Source: an optimization exercise on an open RTL-to-GDS flow (aim: small area, a short achievable clock period and few clock cycles per item). Production flows keep margins and buffers that such runs may drop. RTL that was checked went through simulation tests only; none was proved equivalent to the original.

==> inputs of v27 <==
// datapathTop
module datapathTop
(
    input  logic                clock,
    input  logic                rstN,
    input  logic                instrValid,
    input  logic [31:0]         instr,
    input  datapathPkg::word_t  inPort,
    output logic                done,
    output datapathPkg::word_t  outPort
);
    datapathPkg::word_t [16-1:0] regValues;
    datapathPkg::word_t   hi;
    datapathPkg::word_t   lo;
    datapathPkg::word_t   hiNext;
    datapathPkg::word_t   loNext;
    datapathPkg::word_t   portA;
    datapathPkg::word_t   portB;
    datapathPkg::word_t   aQ;
    datapathPkg::word_t   bQ;
    datapathPkg::word_t   result;
    datapathPkg::opcode_e op;
    datapathPkg::regIdx_t ra;
    datapathPkg::regIdx_t selA;
    datapathPkg::regIdx_t selB;
    logic [18:0]          imm;
    logic [1:0]           step;
    logic                 busy;
    logic                 writesReg;
    instrDecode instrDecode_i
    (
        .clock      (clock),
        .rstN       (rstN),
        .instrValid (instrValid),
        .instr      (instr),
        .busy       (busy),
        .done       (done),
        .step       (step),
        .op         (op),
        .ra         (ra),
        .imm        (imm),
        .selA       (selA),
        .selB       (selB)
    );
    busMux portA_i (.regValues (regValues), .sel (selA), .data (portA));
    busMux portB_i (.regValues (regValues), .sel (selB), .data (portB));
    always_ff @(posedge clock)
    begin
        aQ <= portA;
        bQ <= portB;
    end
    aluExecute aluExecute_i
    (
        .op     (op),
        .a      (aQ),
        .b      (bQ),
        .imm    (imm),
        .inPort (inPort),
        .hi     (hi),
        .lo     (lo),
        .step   (step),
        .result (result),
        .hiNext (hiNext),
        .loNext (loNext)
    );
    assign writesReg = (op <= datapathPkg::opShr) ||
                       ((op >= datapathPkg::opAddi) && (op <= datapathPkg::opIn)) ||
                       (op == datapathPkg::opMfhi) || (op == datapathPkg::opMflo);
  ...
==> module resultRegs, before the edit <==
module resultRegs
(
    input  logic                 clock,
    input  logic                 rstN,
    input  logic                 regWrite,
    input  datapathPkg::regIdx_t destReg,
    input  datapathPkg::word_t   result,
    input  logic                 hiloWrite,
    input  datapathPkg::word_t   hiNext,
    input  datapathPkg::word_t   loNext,
    input  logic                 outWrite,
    input  datapathPkg::word_t   outData,
    output datapathPkg::word_t [16-1:0] regValues,
    output datapathPkg::word_t   hi,
    output datapathPkg::word_t   lo,
    output datapathPkg::word_t   outPort
);
    datapathPkg::word_t wData;
    assign wData = rstN ? result : '0;
    always_ff @(posedge clock)
    begin
        for (int i = 0; i < 16; i++)
        begin
            if (!rstN || (regWrite && destReg == 4'(i)))
                regValues[i] <= wData;
        end
    end
    always_ff @(posedge clock)
    begin
        if (!rstN || hiloWrite)
        begin
            hi <= rstN ? hiNext : '0;
            lo <= rstN ? loNext : '0;
        end
        if (!rstN || outWrite)
            outPort <= rstN ? outData : '0;
    end
endmodule
clock: 14.0 ns
lec_check: 0
cap_margin: 20
core_margin: 2
core_utilization: 45
place_density: 0.6
slew_margin: 20
run.sh (not shown) runs the stock make flow with config.mk's settings and CLKGATE_MAP_FILE= SYNTH_SCRIPT=/design/flow/synth_recipe.tcl, a recipe that flattens the netlist after the stock synthesis.
==> inputs of v35, as changes to v27 <==
--- a/flow/design.v
+++ b/flow/design.v
@@ -134,5 +134,5 @@
 );
     datapathPkg::word_t wData;
-    assign wData = rstN ? result : '0;
+    assign wData = result & {32{rstN}};
     always_ff @(posedge clock)
     begin
@@ -147,9 +147,9 @@
         if (!rstN || hiloWrite)
         begin
-            hi <= rstN ? hiNext : '0;
-            lo <= rstN ? loNext : '0;
+            hi <= hiNext & {32{rstN}};
+            lo <= loNext & {32{rstN}};
         end
         if (!rstN || outWrite)
-            outPort <= rstN ? outData : '0;
+            outPort <= outData & {32{rstN}};
     end
 endmodule
==> flow/flow/run.sh (new file) <==
#!/bin/bash
set -euo pipefail
MARGIN=$(cat flow/margin.txt)
bash standard.sh SETUP_SLACK_MARGIN=$MARGIN finish > standard.log 2>&1
==> flow/flow/margin.txt (new file) <==
9.5
==> flow/standard.sh (new file) <==
#!/bin/bash
# synth_recipe.tcl (not shown) runs the flow's synth.tcl, then flattens the netlist and writes it again
# the make line also repeats each setting of config.mk as NAME=value (left out here)
make -C /OpenROAD-flow-scripts/flow DESIGN_CONFIG=/design/flow/config.mk WORK_HOME=/design/flow/orfs CLKGATE_MAP_FILE= SYNTH_SCRIPT=/design/flow/synth_recipe.tcl "${@:-finish}"
removed: flow/run.sh
==> qor summary <==
Status: v27 timing/DRC/antenna clean; v35 timing/DRC/antenna clean
Synth Area in Simple Gates: v27 16.9%; v35 16.6%
Gp weighted congestion: v27 1.07; v35 1.03
Count of mapped cells out of synthesis: v27 4711; v35 4677
Post-layout util: v27 50.3%; v35 57.7%
Amount of wire on met3 after detailed routing: v27 16800 um; v35 25000 um
Count of buffers not belonging to the clock network in the layout: v27 230; v35 531
Global Route met2 Usage: v27 48.0%; v35 53.4%
HPWL after detailed placement: v27 118000 um; v35 116000 um
Non-CTS inverters: v27 330; v35 355
Standard-cell rows: v27 121; v35 120
Register share of the cell area: v27 37.6%; v35 33.3%
Worst R2R Start: v27 instrDecode_i.op[1]; v35 bQ[29]
Number of antenna violations at the first check in global routing: v27 12; v35 16
M1 wire length: v27 69900 um; v35 73600 um
Capture point of the critical path: v27 resultRegs_i.regValues[286]; v35 resultRegs_i.hi[31]
Num CTS Buffers: v27 80; v35 79
Worst Path Max Fanout: v27 35; v35 7
Stage delay of the slowest cell on the critical path: v27 0.95 ns; v35 0.59 ns
Testbench counts of v27, summed over its fixed seeds: cycles 53,847, instrs 24,000.
The RTL of v35 was laid out without a check of its function.

========
==> trial 1 <==
Another version of the RTL of datapathTop (not shown whole).
==> module instrDecode, before the edit <==
module instrDecode
(
    input  logic                 clock,
    input  logic                 rstN,
    input  logic                 instrValid,
    input  logic [31:0]          instr,
    output logic                 busy,
    output logic                 done,
    input  logic                 mulFreeNext,
    output datapathPkg::regIdx_t ra,
    output logic                 isImmIn,
    output logic                 isInIn,
    output logic                 isSub,
    output logic                 isShl,
    output logic [6:0]           resSel,
    output logic                 writesReg,
    output logic                 isOut,
    output logic                 isMul,
    output datapathPkg::regIdx_t selA,
    output datapathPkg::regIdx_t selB
);
    logic [4:0] opIn;
    logic       usesMulIn;
    assign opIn = instr[31:27];
    assign isInIn  = (opIn == datapathPkg::opIn);
    assign isImmIn = (opIn == datapathPkg::opAddi) || (opIn == datapathPkg::opAndi) ||
                     (opIn == datapathPkg::opOri);
    assign usesMulIn = (opIn == datapathPkg::opMul) || (opIn == datapathPkg::opMfhi) ||
                       (opIn == datapathPkg::opMflo);
    always_ff @(posedge clock)
    begin
        if (!rstN)
        begin
            busy <= 1'b0;
            done <= 1'b0;
        end
        else if (!busy)
        begin
            busy <= instrValid;
            done <= instrValid && (!usesMulIn || mulFreeNext);
        end
        else if (done)
        begin
            busy <= 1'b0;
            done <= 1'b0;
        end
        else
            done <= mulFreeNext;
    end
    always_ff @(posedge clock)
    begin
        if (!busy)
        begin
            ra        <= instr[26:23];
            isSub     <= (opIn == datapathPkg::opSub);
            isShl     <= (opIn == datapathPkg::opShl);
            resSel[0] <= (opIn == datapathPkg::opAdd) || (opIn == datapathPkg::opSub) ||
                         (opIn == datapathPkg::opAddi);
            resSel[1] <= (opIn == datapathPkg::opAnd) || (opIn == datapathPkg::opAndi);
            resSel[2] <= (opIn == datapathPkg::opOr)  || (opIn == datapathPkg::opOri);
            resSel[3] <= (opIn == datapathPkg::opShl) || (opIn == datapathPkg::opShr);
            resSel[4] <= (opIn == datapathPkg::opMfhi);
            resSel[5] <= (opIn == datapathPkg::opMflo);
            resSel[6] <= (opIn == datapathPkg::opIn);
            writesReg <= (opIn <= datapathPkg::opShr) ||
                         ((opIn >= datapathPkg::opAddi) && (opIn <= datapathPkg::opIn)) ||
                         (opIn == datapathPkg::opMfhi) || (opIn == datapathPkg::opMflo);
            isOut     <= (opIn == datapathPkg::opOut);
            isMul     <= (opIn == datapathPkg::opMul);
        end
    end
    assign selA = instr[22:19];
    assign selB = instr[30] ? instr[26:23] : instr[18:15];
endmodule
==> flow/config.mk <==
export PLATFORM = sky130hd
export DESIGN_NAME = datapathTop
export DESIGN_NICKNAME = datapathTop
export VERILOG_FILES = /design/flow/design.v
export SDC_FILE = /design/flow/constraint.sdc
export NUM_CORES = 4
export LEC_CHECK = 0
export CAP_MARGIN = 20
export CORE_MARGIN = 2
export CORE_UTILIZATION = 65
export CTS_CLUSTER_DIAMETER = 100
export CTS_CLUSTER_SIZE = 30
export PLACE_DENSITY = 0.75
export SLEW_MARGIN = 20
==> flow/constraint.sdc <==
create_clock -name core_clock -period 14.0 [get_ports {clock}]
set_input_delay 2.8000 -clock core_clock [delete_from_list [all_inputs] [get_ports {clock}]]
set_output_delay 2.8000 -clock core_clock [all_outputs]
set_load 0.01 [all_outputs]
standard.sh (not shown) runs the stock make flow with config.mk's settings and CLKGATE_MAP_FILE= SYNTH_SCRIPT=/design/flow/synth_recipe.tcl, a recipe that flattens the netlist after the stock synthesis.
==> flow/flow/run.sh <==
#!/bin/bash
set -euo pipefail
MARGIN=$(cat flow/margin.txt)
bash standard.sh SETUP_SLACK_MARGIN=$MARGIN finish > standard.log 2>&1
==> flow/flow/margin.txt <==
9.3
==> trial 72 (differences from trial 1) <==
--- a/flow/design.v
+++ b/flow/design.v
@@ -8,54 +8,50 @@
     } opcode_e;
 endpackage
 module busMux
 (
     input  datapathPkg::word_t [16-1:0] regValues,
     input  logic [16-1:0]               regValid,
     input  datapathPkg::regIdx_t sel,
-    input  logic                 off,
     output datapathPkg::word_t   data
 );
     always_comb
     begin
         data = '0;
         for (int i = 0; i < 16; i++)
         begin
-            if (sel == 4'(i) && regValid[i] && !off)
+            if (sel == 4'(i) && regValid[i])
                 data = data | regValues[i];
         end
     end
 endmodule
 module instrDecode
 (
     input  logic                 clock,
     input  logic                 rstN,
     input  logic                 instrValid,
     input  logic [31:0]          instr,
     output logic                 busy,
     output logic                 done,
     input  logic                 mulFreeNext,
     output datapathPkg::regIdx_t ra,
-    output logic                 isImmIn,
-    output logic                 isInIn,
+    output logic [18:0]          imm,
+    output logic                 isImm,
     output logic                 isSub,
     output logic                 isShl,
-    output logic [6:0]           resSel,
+    output logic [5:0]           resSel,
     output logic                 writesReg,
     output logic                 isOut,
     output logic                 isMul,
     output datapathPkg::regIdx_t selA,
     output datapathPkg::regIdx_t selB
 );
     logic [4:0] opIn;
     logic       usesMulIn;
     assign opIn = instr[31:27];
-    assign isInIn  = (opIn == datapathPkg::opIn);
-    assign isImmIn = (opIn == datapathPkg::opAddi) || (opIn == datapathPkg::opAndi) ||
-                     (opIn == datapathPkg::opOri);
     assign usesMulIn = (opIn == datapathPkg::opMul) || (opIn == datapathPkg::opMfhi) ||
                        (opIn == datapathPkg::opMflo);
     always_ff @(posedge clock)
     begin
         if (!rstN)
         begin
             busy <= 1'b0;
@@ -75,24 +71,26 @@
             done <= mulFreeNext;
     end
     always_ff @(posedge clock)
     begin
         if (!busy)
         begin
             ra        <= instr[26:23];
+            imm       <= instr[18:0];
+            isImm     <= (opIn == datapathPkg::opAddi) || (opIn == datapathPkg::opAndi) ||
+                         (opIn == datapathPkg::opOri);
             isSub     <= (opIn == datapathPkg::opSub);
             isShl     <= (opIn == datapathPkg::opShl);
             resSel[0] <= (opIn == datapathPkg::opAdd) || (opIn == datapathPkg::opSub) ||
                          (opIn == datapathPkg::opAddi);
             resSel[1] <= (opIn == datapathPkg::opAnd) || (opIn == datapathPkg::opAndi);
             resSel[2] <= (opIn == datapathPkg::opOr)  || (opIn == datapathPkg::opOri);
             resSel[3] <= (opIn == datapathPkg::opShl) || (opIn == datapathPkg::opShr);
             resSel[4] <= (opIn == datapathPkg::opMfhi);
             resSel[5] <= (opIn == datapathPkg::opMflo);
-            resSel[6] <= (opIn == datapathPkg::opIn);
             writesReg <= (opIn <= datapathPkg::opShr) ||
                          ((opIn >= datapathPkg::opAddi) && (opIn <= datapathPkg::opIn)) ||
                          (opIn == datapathPkg::opMfhi) || (opIn == datapathPkg::opMflo);
             isOut     <= (opIn == datapathPkg::opOut);
             isMul     <= (opIn == datapathPkg::opMul);
         end
     end
@@ -101,49 +99,55 @@
 endmodule
 module aluExecute
 (
     input  logic                 clock,
     input  logic                 rstN,
     input  datapathPkg::word_t   a,
     input  datapathPkg::word_t   b,
+    input  logic [18:0]          imm,
+    input  logic                 isImm,
     input  logic                 isSub,
     input  logic                 isShl,
-    input  logic [6:0]           resSel,
+    input  logic [5:0]           resSel,
+    input  datapathPkg::word_t   inPort,
     input  logic                 mulStart,
     output logic                 mulFreeNext,
     output datapathPkg::word_t   result
 );
     datapathPkg::word_t  opB;
     datapathPkg::word_t  sum;
     datapathPkg::word_t  shIn;
     datapathPkg::word_t  shOut;
     datapathPkg::word_t  shRes;
     datapathPkg::word_t  hi;
     datapathPkg::word_t  lo;
     datapathPkg::word_t  loQ;
-    assign opB = b;
+    assign opB = isImm ? {{(32 - 19){imm[19-1]}}, imm} : b;
     assign sum = a + (opB ^ {32{isSub}}) + {{(32-1){1'b0}}, isSub};
     always_comb
     begin
         for (int i = 0; i < 32; i++)
             shIn[i] = isShl ? a[32-1-i] : a[i];
     end
     assign shOut = shIn >> opB[4:0];
     always_comb
     begin
         for (int i = 0; i < 32; i++)
             shRes[i] = isShl ? shOut[32-1-i] : shOut[i];
     end
-    assign result = ({32{resSel[0]}} & sum) |
-                    ({32{resSel[1]}} & (a & opB)) |
-                    ({32{resSel[2]}} & (a | opB)) |
-                    ({32{resSel[3]}} & shRes) |
-                    ({32{resSel[4]}} & hi) |
-                    ({32{resSel[5]}} & lo) |
-                    ({32{resSel[6]}} & a);
+    always_comb
+    begin
+        if (resSel[0])      result = sum;
+        else if (resSel[1]) result = a & opB;
+        else if (resSel[2]) result = a | opB;
+        else if (resSel[3]) result = shRes;
+        else if (resSel[4]) result = hi;
+        else if (resSel[5]) result = lo;
+        else                result = inPort;
+    end
     logic                 mulRun;
     logic [1:0]           mulCount;
     logic                 hiloValid;
     datapathPkg::word_t   mulA;
     logic [33:0]          hiS;
     logic [33:0]          hiC;
     logic                 hiCarry;
@@ -189,41 +193,42 @@
     begin
         if (mulStart || mulRun)
             boothQ <= boothNext;
         if (mulStart)
             mulA <= a;
     end
     logic [41:0] rows [4];
-    logic [41:0] sA, cA, sB, cB, sD, cD, sF, cF;
+    logic [41:0] nRow;
+    logic [41:0] sE, cE, sA, cA, sB, cB, sD, cD, sF, cF;
     logic [8:0]  lowSum;
     always_comb
     begin
         for (int k = 0; k < 4; k++)
         begin
             logic [33:0] mag;
             logic [33:0] p;
             mag = boothQ[3*k] ? {{2{mulA[31]}}, mulA} :
                   (boothQ[3*k+1] ? {mulA[31], mulA, 1'b0} : 34'd0);
             p   = boothQ[3*k+2] ? ~mag : mag;
             rows[k] = 42'({!p[33], p[32:0]}) << (2*k);
         end
         rows[1][0] = hiCarry;
-        rows[2][0] = boothQ[2];
-        rows[2][2] = boothQ[5];
-        rows[3][4] = boothQ[8];
     end
+    assign nRow = {35'd0, boothQ[11], 1'b0, boothQ[8], 1'b0, boothQ[5], 1'b0, boothQ[2]};
+    assign sE = 42'(hiS) ^ 42'(hiC) ^ nRow;
+    assign cE = ((42'(hiS) & 42'(hiC)) | (42'(hiS) & nRow) | (42'(hiC) & nRow)) << 1;
     assign sA = rows[0] ^ rows[1] ^ rows[2];
     assign cA = ((rows[0] & rows[1]) | (rows[0] & rows[2]) | (rows[1] & rows[2])) << 1;
-    assign sB = rows[3] ^ 42'(hiS) ^ 42'(hiC);
-    assign cB = ((rows[3] & 42'(hiS)) | (rows[3] & 42'(hiC)) | (42'(hiS) & 42'(hiC))) << 1;
+    assign sB = rows[3] ^ sE ^ cE;
+    assign cB = ((rows[3] & sE) | (rows[3] & cE) | (sE & cE)) << 1;
     assign sD = sA ^ cA ^ sB;
     assign cD = ((sA & cA) | (sA & sB) | (cA & sB)) << 1;
     assign sF = sD ^ cD ^ cB;
     assign cF = ((sD & cD) | (sD & cB) | (cD & cB)) << 1;
-    assign lowSum = {1'b0, sF[7:0]} + {1'b0, cF[7:0]} + {2'b0, boothQ[11], 6'd0};
+    assign lowSum = {1'b0, sF[7:0]} + {1'b0, cF[7:0]};
     always_ff @(posedge clock)
     begin
         if (mulStart)
         begin
             hiS     <= '0;
             hiC     <= '0;
             hiCarry <= 1'b0;
@@ -305,19 +310,19 @@
     datapathPkg::word_t   portB;
     datapathPkg::word_t   aQ;
     datapathPkg::word_t   bQ;
     datapathPkg::word_t   result;
     datapathPkg::regIdx_t ra;
     datapathPkg::regIdx_t selA;
     datapathPkg::regIdx_t selB;
-    logic                 isImmIn;
-    logic                 isInIn;
+    logic [18:0]          imm;
+    logic                 isImm;
     logic                 isSub;
     logic                 isShl;
-    logic [6:0]           resSel;
+    logic [5:0]           resSel;
     logic                 writesReg;
     logic                 isOut;
     logic                 isMul;
     logic                 busy;
     logic                 mulFreeNext;
     instrDecode instrDecode_i
     (
@@ -325,45 +330,47 @@
         .rstN        (rstN),
         .instrValid  (instrValid),
         .instr       (instr),
         .busy        (busy),
         .done        (done),
         .mulFreeNext (mulFreeNext),
         .ra          (ra),
-        .isImmIn     (isImmIn),
-        .isInIn      (isInIn),
+        .imm         (imm),
+        .isImm       (isImm),
         .isSub       (isSub),
         .isShl       (isShl),
         .resSel      (resSel),
         .writesReg   (writesReg),
         .isOut       (isOut),
         .isMul       (isMul),
         .selA        (selA),
         .selB        (selB)
     );
-    busMux portA_i (.regValues (regValues), .regValid (regValid), .sel (selA), .off (isInIn), .data (portA));
-    busMux portB_i (.regValues (regValues), .regValid (regValid), .sel (selB), .off (isImmIn), .data (portB));
+    busMux portA_i (.regValues (regValues), .regValid (regValid), .sel (selA), .data (portA));
+    busMux portB_i (.regValues (regValues), .regValid (regValid), .sel (selB), .data (portB));
     always_ff @(posedge clock)
     begin
         if (!busy)
         begin
-            aQ <= portA | (inPort & {32{isInIn}});
-            bQ <= portB | ({{(32 - 19){instr[19-1]}},
-                            instr[19-1:0]} & {32{isImmIn}});
+            aQ <= portA;
+            bQ <= portB;
         end
     end
     aluExecute aluExecute_i
     (
         .clock       (clock),
         .rstN        (rstN),
         .a           (aQ),
         .b           (bQ),
+        .imm         (imm),
+        .isImm       (isImm),
         .isSub       (isSub),
         .isShl       (isShl),
         .resSel      (resSel),
+        .inPort      (inPort),
         .mulStart    (done && isMul),
         .mulFreeNext (mulFreeNext),
         .result      (result)
     );
     resultRegs resultRegs_i
     (
         .clock     (clock),
==> flow/flow/margin.txt (replaced) <==
10.0
==> flow/config.mk (replaced) <==
export PLATFORM = sky130hd
export DESIGN_NAME = datapathTop
export DESIGN_NICKNAME = datapathTop
export VERILOG_FILES = /design/flow/design.v
export SDC_FILE = /design/flow/constraint.sdc
export NUM_CORES = 4
export LEC_CHECK = 0
export CAP_MARGIN = 20
export CORE_MARGIN = 2
export CORE_UTILIZATION = 45
export PLACE_DENSITY = 0.6
export SLEW_MARGIN = 20
==> build 33 (differences from trial 1) <==
--- a/flow/design.v
+++ b/flow/design.v
@@ -45,17 +45,16 @@
     output logic                 isMul,
     output datapathPkg::regIdx_t selA,
     output datapathPkg::regIdx_t selB
 );
     logic [4:0] opIn;
     logic       usesMulIn;
     assign opIn = instr[31:27];
-    assign isInIn  = (opIn == datapathPkg::opIn);
-    assign isImmIn = (opIn == datapathPkg::opAddi) || (opIn == datapathPkg::opAndi) ||
-                     (opIn == datapathPkg::opOri);
+    assign isInIn  = opIn[3] & opIn[1];
+    assign isImmIn = (opIn[3] & !opIn[1]) | (opIn[2] & opIn[1] & opIn[0]);
     assign usesMulIn = (opIn == datapathPkg::opMul) || (opIn == datapathPkg::opMfhi) ||
                        (opIn == datapathPkg::opMflo);
     always_ff @(posedge clock)
     begin
         if (!rstN)
         begin
             busy <= 1'b0;
==> flow/flow/margin.txt (replaced) <==
9.6
==> flow/config.mk (replaced) <==
export PLATFORM = sky130hd
export DESIGN_NAME = datapathTop
export DESIGN_NICKNAME = datapathTop
export VERILOG_FILES = /design/flow/design.v
export SDC_FILE = /design/flow/constraint.sdc
export NUM_CORES = 4
export LEC_CHECK = 0
export CAP_MARGIN = 20
export CORE_MARGIN = 2
export CORE_UTILIZATION = 65
export CTS_CLUSTER_DIAMETER = 80
export CTS_CLUSTER_SIZE = 20
export PLACE_DENSITY = 0.75
export SLEW_MARGIN = 20
==> notes <==
Build 33 finished with timing, DRC and antenna clean. Trial 72 completed without violations. Trial 1 finished clean.
Clock skew, lowest first: trial 72, build 33, trial 1.
Global-route usage: trial 72 is lower than build 33 (12 points).
Testbench counts of trial 72, summed over its fixed seeds: cycles 49,441, instrs 24,000.
Testbench counts of build 33, summed over its fixed seeds: cycles 49,441, instrs 24,000.
For trial 1, only the layout was checked, not whether the RTL still works.

## afterwards: timing with drivers on the ports
The flow's constraints put no driver on any port. The routed layouts listed below were extracted and timed again, unchanged, in two steps.
Step 1 sets driving cells, clkbuf_16 on the clock port and buf_2 on the other inputs (assumed; they add their load-dependent delay and slew).
Step 2 also shifts input and output timing later by t, the mid clock arrival at the registers, as if the neighbouring blocks saw the same clock.
Three values: no drivers, after step 1, after step 2; two values: the first two.
run	shift t [ns]	setup slack, ns	slew at the worst register clock pin (ns)	pins driven straight from the clock port
v27	0.732	6.106 / 6.106 / 6.106	0.07 / 0.07	1
v35	0.734	7.599 / 7.599 / 7.599	0.08 / 0.08	1
trial 1	0.699	9.202 / 9.213 / 8.514	0.12 / 0.12	1
trial 72	0.766	9.684 / 9.711 / 8.966	0.07 / 0.07	1
build 33	0.743	9.472 / 9.472 / 8.894	0.09 / 0.09	1
After both steps every run listed still meets setup and hold. The setup slack of trial 72, which loses most, moves by +0.027 ns with the drivers and by -0.718 ns with both steps.
